Context: an optimization exercise on an open-source flow, tuned for small area, a short achievable clock period and few clock cycles per item. The choices shown serve that exercise and are no tape-out recipe.
Where RTL was checked, it was by simulation tests only, not by an equivalence proof against the original.

Design act_requant_pipe, start of the top module:
module act_requant_pipe #(
   parameter int LANES    = 4,
   parameter int IN_W     = 24,
   parameter int OUT_W    = 8,
   parameter int DQ_SHIFT = 13,
   parameter int RQ_SHIFT = 8,
   parameter int LEN_W    = 16
) (
   input  logic                clk,
   input  logic                rst,
   input  logic                start,
   input  logic [1:0]          cfg_mode,
   input  logic [IN_W-1:0]     cfg_bias,
   input  logic [7:0]          cfg_dq_scale,
   input  logic [7:0]          cfg_rq_scale,
   input  logic [LEN_W-1:0]    cfg_len,
   input  logic                in_valid,
   output logic                in_ready,
   input  logic [LANES*IN_W-1:0] in_data,
   output logic                out_valid,
   input  logic                out_ready,
   output logic [LANES*OUT_W-1:0] out_data,
   output logic                out_last,
   output logic                busy,
   output logic                done,
   output logic [15:0]         sat_cnt
);
Size in the first run: about 600 flip-flops, ~210 I/O pins, roughly 0.076 mm2 of cells after synthesis.
==> flow/config.mk <==
export PLATFORM = sky130hd
export DESIGN_NAME = act_requant_pipe
export DESIGN_NICKNAME = act_requant_pipe
export VERILOG_FILES = /design/flow/design.v
export SDC_FILE = /design/flow/constraint.sdc
export NUM_CORES = 4
export LEC_CHECK = 0
export CAP_MARGIN = 20
export CORE_MARGIN = 2
export CORE_UTILIZATION = 40
export CTS_BUF_LIST = sky130_fd_sc_hd__clkbuf_4 sky130_fd_sc_hd__clkbuf_8
export SETUP_SLACK_MARGIN = 5
export SLEW_MARGIN = 20
==> flow/constraint.sdc <==
create_clock -name core_clock -period 13.0 [get_ports {clk}]
set_input_delay 2.6000 -clock core_clock [delete_from_list [all_inputs] [get_ports {clk}]]
set_output_delay 2.6000 -clock core_clock [all_outputs]
set_load 0.01 [all_outputs]
standard.sh (not shown) runs the stock make flow with config.mk's settings and CLKGATE_MAP_FILE= SYNTH_SCRIPT=/design/flow/synth_recipe.tcl, a recipe that flattens the netlist after the stock synthesis.
==> flow/flow/run.sh <==
#!/bin/bash
# Standard layout, with port buffers of a stronger type than buffer_ports picks by default.
cp standard.sh standard.sh.txt 2>/dev/null
export BUFFER_PORTS_ARGS="-buffer_cell sky130_fd_sc_hd__buf_4"
bash standard.sh > standard.log 2>&1
The first run ran to the end with no violations.
Testbench counts at the start, summed over its fixed seeds: cycles 14,501, beats 13,349.
==> next run, changes <==
==> flow/run.sh (new file) <==
#!/bin/bash
# synth_recipe.tcl (not shown) runs the flow's synth.tcl, then flattens the netlist and writes it again
# the make line also repeats each setting of config.mk as NAME=value (left out here)
make -C /OpenROAD-flow-scripts/flow DESIGN_CONFIG=/design/flow/config.mk WORK_HOME=/design/flow/orfs CLKGATE_MAP_FILE= SYNTH_SCRIPT=/design/flow/synth_recipe.tcl finish
CTS_BUF_LIST = unset   (was sky130_fd_sc_hd__clkbuf_4 sky130_fd_sc_hd__clkbuf_8)
removed: flow/flow/run.sh
removed: flow/standard.sh
Effect: Global-route usage hardly moves; count of clock-buffer cells in the layout went down by 55; cell area goes up by 0.92%; worst setup slack gets worse by 0.20 ns; flip-flop and latch count is unchanged; non-clock buffer count rose by 4.

* * *

north:
act_requant_pipe, a different RTL version from the one above (not shown whole).
Size: ~7900 cells after synthesis, roughly 620 flip-flops, about 210 I/O pins.
export LEC_CHECK = 0
export CAP_MARGIN = 20
export CORE_MARGIN = 2
export CORE_UTILIZATION = 60
export SETUP_SLACK_MARGIN = 5
export SLEW_MARGIN = 20
create_clock -name core_clock -period 13.0 [get_ports {clk}]
==> flow/flow/run.sh <==
#!/bin/bash
# Standard layout, with port buffers of a stronger type than buffer_ports picks by default.
cp standard.sh standard.sh.txt 2>/dev/null
export BUFFER_PORTS_ARGS="-buffer_cell sky130_fd_sc_hd__buf_4"
bash standard.sh > standard.log 2>&1
### north -> south
diff --git a/flow/config.mk b/flow/config.mk
--- a/flow/config.mk
+++ b/flow/config.mk
@@ -10 +10 @@
-export CORE_UTILIZATION = 60
+export CORE_UTILIZATION = 40
==> comparison <==
- Re count of input and output buffers: no difference whatsoever between north and south.
- Diff north -> south: horizontal die dimension saw an increase; detailed-route wire length increased 9.8%.
- From north to south the numbers moved as follows: delay of the slowest critical-path stage shows a reduction of 0.05 ns; required time of the critical path shows an increase of 0.03 ns; number of vias in the routed layout shows an increase of about 1%.
No functional check of the RTL was part of any run of this note.

* * *

act_requant_pipe, a different RTL version from the one above (not shown whole).
Size: about 7100 cells after synthesis, roughly 660 flip-flops, roughly 210 I/O pins, about 75000 sq um of cells after synthesis.
export LEC_CHECK = 0
export CAP_MARGIN = 20
export CORE_MARGIN = 2
export CORE_UTILIZATION = 40
export SETUP_SLACK_MARGIN = 5
export SLEW_MARGIN = 20
export SYNTH_HIERARCHICAL = 1
export SYNTH_MINIMUM_KEEP_SIZE = 0
create_clock -name core_clock -period 13.0 [get_ports {clk}]
Scripts as last shown in full above: flow/flow/run.sh
The starting point finished clean.
Rerun with:
==> flow/flow/run.sh (replaced) <==
#!/bin/bash
cp standard.sh standard.sh.txt
sed -e 's/SETUP_SLACK_MARGIN=[-0-9.]*/SETUP_SLACK_MARGIN=7.5/' standard.sh > standard_margin.sh
export BUFFER_PORTS_ARGS="-buffer_cell sky130_fd_sc_hd__buf_4"
bash standard_margin.sh > standard.log 2>&1
Effect:
- global-route usage came out higher by 0.11 points
- count of clock-buffer cells in the layout came out lower by 7
- area after synthesis does not change
- worst hold slack hardly moves
Function was not checked in any run of this note: the RTL went through the layout flow alone.

* * *

act_requant_pipe, a different RTL version from the one above (not shown whole).
Size: roughly 7000 cells after synthesis, ~590 flip-flops, ~210 I/O pins, ~73000 µm² of cells after synthesis.
export LEC_CHECK = 0
export CAP_MARGIN = 20
export CORE_MARGIN = 2
export CORE_UTILIZATION = 55
export SETUP_SLACK_MARGIN = 5
export SLEW_MARGIN = 20
export SYNTH_HIERARCHICAL = 1
export SYNTH_MINIMUM_KEEP_SIZE = 0
create_clock -name core_clock -period 13.0 [get_ports {clk}]
==> flow/flow/run.sh <==
#!/bin/bash
cp standard.sh standard.sh.txt
sed -e 's/SETUP_SLACK_MARGIN=[-0-9.]*/SETUP_SLACK_MARGIN=7.5/' standard.sh > standard_margin.sh
export BUFFER_PORTS_ARGS="-buffer_cell sky130_fd_sc_hd__buf_4"
bash standard_margin.sh > standard.log 2>&1
The baseline went through all stages and came out clean.
Testbench counts at the start, summed over its fixed seeds: cycles 14,693, beats 13,349.
==> next run, changes <==
==> flow/flow/run.sh (replaced) <==
#!/bin/bash
cp standard.sh standard.sh.txt
sed -e 's/SETUP_SLACK_MARGIN=[-0-9.]*/SETUP_SLACK_MARGIN=7.5/' standard.sh > standard_margin.sh
export BUFFER_PORTS_ARGS="-buffer_cell sky130_fd_sc_hd__buf_2"
bash standard_margin.sh > standard.log 2>&1
First-iteration DRC count came out lower by roughly a tenth.
Core utilization is lower by 0.33 points.
Final area decreases slightly.
Critical path depth came out higher by 12.
Worst setup slack is worse by 0.16 ns.
Final cell count hardly moves.
Global-route usage goes down by 0.72 points.
Clock-buffer cell count drops by 6.
Sequential share of layout area came out higher by 0.12 points.

==> static timing again, ports no longer ideal <==
How much do the figures lean on ideal ports? The routed layouts below were timed once more, with nothing changed but the port constraints.
Step 1 sets driving cells, clkbuf_16 on the clock port and buf_2 on the other inputs (assumed; they add their load-dependent delay and slew).
Step 2 moves the port delays by t, midway between the first and last clock arrival at a register: inputs arrive t later, outputs are due t later. That takes back most of the time a late clock gives input paths.
Three values: ideal ports, drivers, drivers and shift; two values: the first two.
run	t, ns	setup WS [ns]	worst setup path at the end	slew at the worst register clock pin (ns)	worst data-port slew with drivers (ns)
the first run of note 1	0.914	6.747 / 6.747 / 6.744	input to register	0.08 / 0.08	0.09
the second run of note 1	0.764	6.547 / 6.520 / 6.411	input to register	0.07 / 0.07	0.09
north	0.740	6.377 / 6.377 / 6.377	register to register	0.07 / 0.07	0.07
south	0.791	6.462 / 6.462 / 6.462	register to register	0.07 / 0.07	0.32
the first run of note 3	0.792	7.189 / 7.189 / 6.785	input to register	0.08 / 0.08	0.22
the second run of note 3	0.788	7.378 / 7.340 / 6.887	input to register	0.07 / 0.07	0.18
the first run of note 4	0.758	7.761 / 7.683 / 7.162	input to register	0.07 / 0.07	0.11
the second run of note 4	0.756	7.604 / 7.604 / 7.012	input to register	0.07 / 0.07	0.12
After both steps every run listed still meets setup and hold. The setup slack of the first run of note 4, which loses most, moves by -0.078 ns with the drivers and by -0.599 ns with both steps.
